What follows belongs to an exercise in optimizing a design on an open flow for small area; a production flow would make more cautious choices.
Function was checked by simulation only, so behaviour that the tests miss may differ from the original.
Power figures rest on the tool's default switching activity, not on a simulated workload.

--- design.v ---
package grf_pkg;
  localparam int DATA_W_DEF = 32;
  localparam int ADDR_W_DEF = 5;
  localparam int ZERO_REG   = 0;
  function automatic int clog2(input int value);
    int width;
    width = 0;
    while ((1 << width) < value) width = width + 1;
    clog2 = width;
  endfunction
endpackage
module sb_cnt #(
  parameter int MAX   = 3,
  parameter int CNT_W = 2
) (
  input  logic             clk,
  input  logic             reset,
  input  logic             inc,
  input  logic             dec,
  input  logic             clr,
  output logic [CNT_W-1:0] cnt,
  output logic             ovf,
  output logic             udf
);
  localparam logic [CNT_W-1:0] MAX_C = CNT_W'(MAX);
  logic [CNT_W-1:0] cnt_nxt;
  always_comb begin
    cnt_nxt = cnt;
    ovf     = 1'b0;
    udf     = 1'b0;
    if (clr) begin
      cnt_nxt = '0;
    end else if (inc && !dec) begin
      if (cnt == MAX_C) ovf = 1'b1;
      else              cnt_nxt = cnt + CNT_W'(1);
    end else if (dec && !inc) begin
      if (cnt == '0) udf = 1'b1;
      else           cnt_nxt = cnt - CNT_W'(1);
    end
  end
  always_ff @(posedge clk or negedge reset) begin
    if (!reset) cnt <= '0;
    else        cnt <= cnt_nxt;
  end
endmodule
module grf_sb #(
  parameter int DATA_W       = grf_pkg::DATA_W_DEF,
  parameter int ADDR_W       = grf_pkg::ADDR_W_DEF,
  parameter int NUM_RD       = 2,
  parameter int MAX_INFLIGHT = 3
) (
  input  logic                     clk,
  input  logic                     reset,
  input  logic                     we,
  input  logic [ADDR_W-1:0]        waddr,
  input  logic [DATA_W-1:0]        wdata,
  input  logic [NUM_RD*ADDR_W-1:0] rd_addr,
  output logic [NUM_RD*DATA_W-1:0] rd_data,
  output logic [NUM_RD-1:0]        rd_busy,
  input  logic                     issue_valid,
  input  logic [ADDR_W-1:0]        issue_addr,
  input  logic                     flush,
  output logic                     err_underflow,
  output logic                     err_overflow
);
  localparam int DEPTH = 1 << ADDR_W;
  localparam int CNT_W = grf_pkg::clog2(MAX_INFLIGHT + 1);
  localparam logic [ADDR_W-1:0] ZERO_A = ADDR_W'(grf_pkg::ZERO_REG);
  logic [DATA_W-1:0]            regs [DEPTH];
  logic [DEPTH-1:0][CNT_W-1:0]  cnt;
  logic [DEPTH-1:0]             ovf_vec;
  logic [DEPTH-1:0]             udf_vec;
  logic                         err_ovf_q;
  logic                         err_udf_q;
  logic [NUM_RD*DATA_W-1:0]     rd_data_c;
  logic [NUM_RD-1:0]            rd_busy_c;
  always_ff @(posedge clk or negedge reset) begin
    if (!reset) begin
      for (int r = 0; r < DEPTH; r++) regs[r] <= '0;
    end else if (we && waddr != ZERO_A) begin
      regs[waddr] <= wdata;
    end
  end
  assign cnt[0]     = '0;
  assign ovf_vec[0] = 1'b0;
  assign udf_vec[0] = 1'b0;
  for (genvar r = 1; r < DEPTH; r++) begin : g_cnt
    sb_cnt #(.MAX(MAX_INFLIGHT), .CNT_W(CNT_W)) u_cnt (
      .clk   (clk),
      .reset (reset),
      .inc   (issue_valid && issue_addr == ADDR_W'(r)),
      .dec   (we && waddr == ADDR_W'(r)),
      .clr   (flush),
      .cnt   (cnt[r]),
      .ovf   (ovf_vec[r]),
      .udf   (udf_vec[r])
    );
  end
  always_ff @(posedge clk or negedge reset) begin
    if (!reset) begin
      err_ovf_q <= 1'b0;
      err_udf_q <= 1'b0;
    end else begin
      err_ovf_q <= err_ovf_q | (|ovf_vec);
      err_udf_q <= err_udf_q | (|udf_vec);
    end
  end
  always_comb begin
    rd_data_c = '0;
    rd_busy_c = '0;
    for (int i = 0; i < NUM_RD; i++) begin
      logic [ADDR_W-1:0] a;
      logic              hit;
      logic [CNT_W-1:0]  eff_cnt;
      a       = rd_addr[i*ADDR_W +: ADDR_W];
      hit     = we && waddr == a;
      eff_cnt = cnt[a] - CNT_W'(hit && cnt[a] != '0);
      if (a == ZERO_A)  rd_data_c[i*DATA_W +: DATA_W] = '0;
      else if (hit)     rd_data_c[i*DATA_W +: DATA_W] = wdata;
      else              rd_data_c[i*DATA_W +: DATA_W] = regs[a];
      rd_busy_c[i] = (a != ZERO_A) && (eff_cnt != '0);
    end
  end
  assign rd_data       = rd_data_c;
  assign rd_busy       = rd_busy_c;
  assign err_overflow  = err_ovf_q;
  assign err_underflow = err_udf_q;
endmodule
--- run.sh ---
#!/bin/bash
# synth_recipe.tcl (not shown) runs the flow's synth.tcl, then flattens the netlist and writes it again
# the make line also repeats each setting of config.mk as NAME=value (left out here)
make -C /OpenROAD-flow-scripts/flow DESIGN_CONFIG=/design/flow/config.mk WORK_HOME=/design/flow/orfs CLKGATE_MAP_FILE= SYNTH_SCRIPT=/design/flow/synth_recipe.tcl finish
--- config.mk ---
export PLATFORM = sky130hd
export DESIGN_NAME = grf_sb
export DESIGN_NICKNAME = grf_sb
export VERILOG_FILES = /design/flow/design.v
export SDC_FILE = /design/flow/constraint.sdc
export NUM_CORES = 4
export LEC_CHECK = 0
export CAP_MARGIN = 20
export CORE_MARGIN = 2
export CORE_UTILIZATION = 30
export SETUP_SLACK_MARGIN = 0.3
export SLEW_MARGIN = 20
--- constraint.sdc ---
create_clock -name core_clock -period 7.5 [get_ports {clk}]
set_input_delay 1.5000 -clock core_clock [delete_from_list [all_inputs] [get_ports {clk}]]
set_output_delay 1.5000 -clock core_clock [all_outputs]
set_load 0.01 [all_outputs]
==> run summary <==
* CTS tree: done
* CP Data Required Time: 6.00 ns
- Netlist area before placement: 55,900 µm²
* Cts hold-fix bufs: 0
* Peak supply drop: 0.202 mV
- Counting distinct cell types in the post-synthesis netlist gives 71.
- Number of pins exceeding their max-slew limit in the final report: 0
* Worst endpoint data arrival time: 5.86 ns
* Detailed Route WL: 319,000 µm
* Power density cells: 249 nW/µm²
- Counting the buffers created by CTS gives 115.
- Cells fill 35.5% of the core in the end.
- DIE WIDTH: 436 µm
* Proportion of netlist area held by the largest area contributor: 47.2%
- Timing-limited maximum frequency: 0.136 GHz
- Clock latency of the later-clocked register in the worst-skew pair: 0.81 ns
- Once detail routing completed, the nets flagged for antenna violations numbered 0.
- Max-cap violations in this run came to 0.
- Clock tree synthesis found a total of 1,056 sinks.
- Aggregate global-route resource usage: 32.3%
- Critical path, cell by cell: clkdlybuf4s50_1 > and3_1 > and2_2 > buf_4 > a22oi_1 > nand4_1 > nor4_1 > a221oi_1 > clkdlybuf4s50_1
- The synthesized design spends more area on one cell type than any other, namely sky130_fd_sc_hd__dfrtp_1.
- Detailed placement HPWL: 187,000 µm
- From bottom edge to top edge, the die measures 436 µm.
* Remaining global-route overflow: 0
* Total DRC errors in the routed layout: 0
- After synthesis, the most frequently instantiated cells are sky130_fd_sc_hd__nand2_1 (1,278), sky130_fd_sc_hd__dfrtp_1 (1,056), sky130_fd_sc_hd__a22oi_1 (805).
- Pin count of the biggest net entering global routing: 179
- Result of the run: timing/DRC/antenna clean
- Relative slew slack: 13.6%
* Gate family responsible for the most delay along the worst path: simple AND/OR/NAND/NOR gates
* Post-synth EDFFs: 0
- Clock-pin slew was measured on the worst setup and hold paths at 0.07 ns.
* Worst Hold Class: flip-flop to flip-flop
- Largest cells by area after synthesis: sky130_fd_sc_hd__dfrtp_1 (47%), sky130_fd_sc_hd__mux2_2 (12%), sky130_fd_sc_hd__a22oi_1 (11%)
* Most Frequent Cell on Critical Path: sky130_fd_sc_hd__clkdlybuf4s50_1
- Cell row count: 158
- In this run, synthesis produced a sequential element count of 1,056.
- Clk Tree Root Cell: sky130_fd_sc_hd__clkbuf_16
- DR vias: 57.2k
- Ys flop type: sky130_fd_sc_hd__dfrtp_1
* Critical path buffers and inverters: 3
- Filler Cell Count: 18.7k
- Sequential cells were found to cover 47.2% of the synthesized design area.
- In this run the worst path has a maximum fanout of 10.
- Routed via count divided by cell count: 6.80
* First-pass GRT wire length: 433,000 µm
* Number of iterations in the first detailed-routing pass: 9
- The clock passes through at most 3 buffers.
- Ratio of final minimum period to clock period: 98.1%
- CTS built an H-tree with a depth of 3.
* Clock skew after layout: 0.0411 ns
- Slew at the pin closest to its max-slew limit: 1.30 ns
- Number of nets in the synthesized netlist: 5,819
- Type of element launching the critical path: input pin
* Unrepaired setup endpoints after global routing: false
* Avg Inst Size Synth: 9.71 µm²
- Worst-path cell with the longest stage delay: sky130_fd_sc_hd__nor4_1
- Cell count after synthesis: 5,762
* Final-report hold violation count: 0
- Placeable core region: 185,000 µm²
- Yosys printed 3 warnings.
* Proportion of layout cells with a drive suffix above 1: 22.9%
- Async S/R FF share, synth: 100%
* Delay contributed by the slowest stage of the critical path: 0.91 ns
- Critical path class: input pin to output port
- Total of buffers placed on input and output ports: 124
- Compared with the post-synthesis result, the final layout area differs by 17.8%.
- For this block, the initial DRC count from the detailed router was 11.5k.
- Initial antenna violation count: 36
* Avg WL per Cell: 38.0 µm
- Setup violations remaining at the end of the flow were counted as 0.
- Initial cell density of the core: 30.2%
- By instance count, the leading cell after synthesis is sky130_fd_sc_hd__nand2_1.
- Leak: 0.0299 µW
* # IOs: 125
- Summed over all failing endpoints, the final setup total negative slack is 0 ns.
- Via count of the first global-routing pass: 52.9k
* Number of nets in the final layout: 5,850
- Routability-driven placement finished with a final weighted congestion of 0.998.
* Min cycle time layout: 7.36 ns
* Full die area: 190,000 µm²
- Critical path endpoint category: output port
==> sequential cells by signal, summed over array words and instances (netlist names) <==
register	flops
g_cnt.u_cnt.cnt	62
err_ovf_q	1
err_udf_q	1
regs	992
==> placed cells by master, fill, tap and decap left out, types with 24 or more instances in the layout <==
| cell type | instances |
|---|---|
| sky130_fd_sc_hd__a2111oi_0 | 69 |
| sky130_fd_sc_hd__a211oi_1 | 28 |
| sky130_fd_sc_hd__a21oi_1 | 99 |
| sky130_fd_sc_hd__a221oi_1 | 58 |
| sky130_fd_sc_hd__a22oi_1 | 805 |
| sky130_fd_sc_hd__and2_2 | 34 |
| sky130_fd_sc_hd__and3_1 | 218 |
| sky130_fd_sc_hd__buf_12 | 54 |
| sky130_fd_sc_hd__buf_4 | 288 |
| sky130_fd_sc_hd__clkbuf_16 | 117 |
| sky130_fd_sc_hd__clkbuf_8 | 32 |
| sky130_fd_sc_hd__clkdlybuf4s50_1 | 109 |
| sky130_fd_sc_hd__clkinv_2 | 28 |
| sky130_fd_sc_hd__dfrtp_1 | 1056 |
| sky130_fd_sc_hd__diode_2 | 34 |
| sky130_fd_sc_hd__mux2_2 | 605 |
| sky130_fd_sc_hd__mux4_2 | 30 |
| sky130_fd_sc_hd__nand2_1 | 1248 |
| sky130_fd_sc_hd__nand2_2 | 24 |
| sky130_fd_sc_hd__nand3_1 | 143 |
| sky130_fd_sc_hd__nand4_1 | 124 |
| sky130_fd_sc_hd__nor2_1 | 151 |
| sky130_fd_sc_hd__nor2_4 | 28 |
| sky130_fd_sc_hd__nor3_1 | 50 |
| sky130_fd_sc_hd__nor4_1 | 60 |
| sky130_fd_sc_hd__o21ai_0 | 116 |
==> routing by layer <==
layer | up-vias | share of wire, % | GRT usage (%)
met5 | - | 0.054 | 0.554
met1 | 28400 | 35 | 40.3
met2 | 5826 | 40 | 44.6
met4 | 16 | 8.7 | 22.5
met3 | 1705 | 16 | 13.5
li1 | 21300 | - | -
==> path summary, 6_finish.rpt <==
path,slack (ns),end,depth (start not counted),from
max in group asynchronous,5.03,regs[3][23],2,reset
worst max-delay path,0.14,rd_data[19],9,rd_addr[4]
worst min register to register,0.50,regs[13][13],2,regs[13][13]
worst max register to register,5.24,err_udf_q,5,g_cnt[29].u_cnt.cnt[0]
min in group asynchronous,0.77,g_cnt[22].u_cnt.cnt[0],1,reset
worst min-delay path,0.50,regs[13][13],2,regs[13][13]
==> report_power, final <==
group	total [µW]	switching (µW)	internal, µW	leakage [µW]
Combinational	2470	1370	1100	0.0143
Sequential	7770	1050	6730	0.0136
Clock	6150	2690	3460	0.00199
==> logic make-up (layout without fill, tap and decap cells) <==
group | after synthesis | after routing | share of synthesized area, %
AO/OA/AOI/OAI | 1258 | 1258 | 16.3
multiplexers | 641 | 641 | 13.5
XOR/XNOR | 10 | 10 | 0.157
flip-flops | 1056 | 1056 | 47.2
buffers and inverters | 552 | 684 | 4.09
AND/OR/NAND/NOR | 2245 | 2245 | 18.7
other | 0 | 34 | 0
==> final cells by class <==
cell class / instances / area [µm²] / area share (%)
Multi-Input combinational cell: 4154 / 27800 / 42.2
Sequential cell: 1056 / 26400 / 40.1
Timing Repair Buffer: 463 / 4400 / 6.69
Clock buffer: 162 / 3420 / 5.19
Tap cell: 2480 / 3100 / 4.71
Clock inverter: 56 / 611 / 0.927
Antenna cell: 34 / 85.1 / 0.129
Inverter: 3 / 11.3 / 0.0171
==> metrics by stage <==
step / instances / power (µW) / setup WS [ns] / hold WS, ns / instance area (µm²)
finish: 8408 / 16400 / 0.140 / 0.495 / 65900
global route: 8376 / 16800 / 0.308 / 0.517 / 65800
CTS: 8364 / 16200 / 0.307 / 0.491 / 65700
detailed placement: 8143 / 10200 / 0.105 / 0.475 / 61600
global placement: 8141 / 10100 / 0.141 / 0.472 / 61600
floorplan: 5762 / 8780 / 2.69 / 0.452 / 55900
==> timing repair <==
| action | 4_1_cts | 5_1_grt |
|---|---|---|
| setup buffers | 3 | 8 |
| gates cloned | 0 | 0 |
| pin swaps | 1 | 3 |
| endpoints found under the setup margin | 15 | 22 |
| gates resized for setup | 3 | 15 |
==> worst reg2reg max path, cell delays in order, from the launching register on <==
cell                      delay (ns)
sky130_fd_sc_hd__dfrtp_1        0.45
sky130_fd_sc_hd__nor3_1         0.35
sky130_fd_sc_hd__nor4b_1        0.76
sky130_fd_sc_hd__a21oi_1        0.25
sky130_fd_sc_hd__nand4_1        0.22
sky130_fd_sc_hd__or4_1          0.16

-- port drivers added, routing unchanged --
Ports are ideal in the flow. The routed layout listed here was re-timed in OpenROAD. Step 1 assumes that a clkbuf_16 drives the clock port and a buf_2 every other input. Step 2 moves the port delays by t, midway between the first and last clock arrival at a register: inputs arrive t later, outputs are due t later. That takes back most of the time a late clock gives input paths. a / b / c = ideal / step 1 / step 2; a / b = the first two.
t (ns): 0.861
setup slack, ns: 0.140 / 0.070 / 0.070
worst data-port slew with drivers (ns): 0.10
After both steps this run still meets setup and hold. For this run, drivers alone change the setup slack by -0.070 ns; drivers and shift together by -0.070 ns.
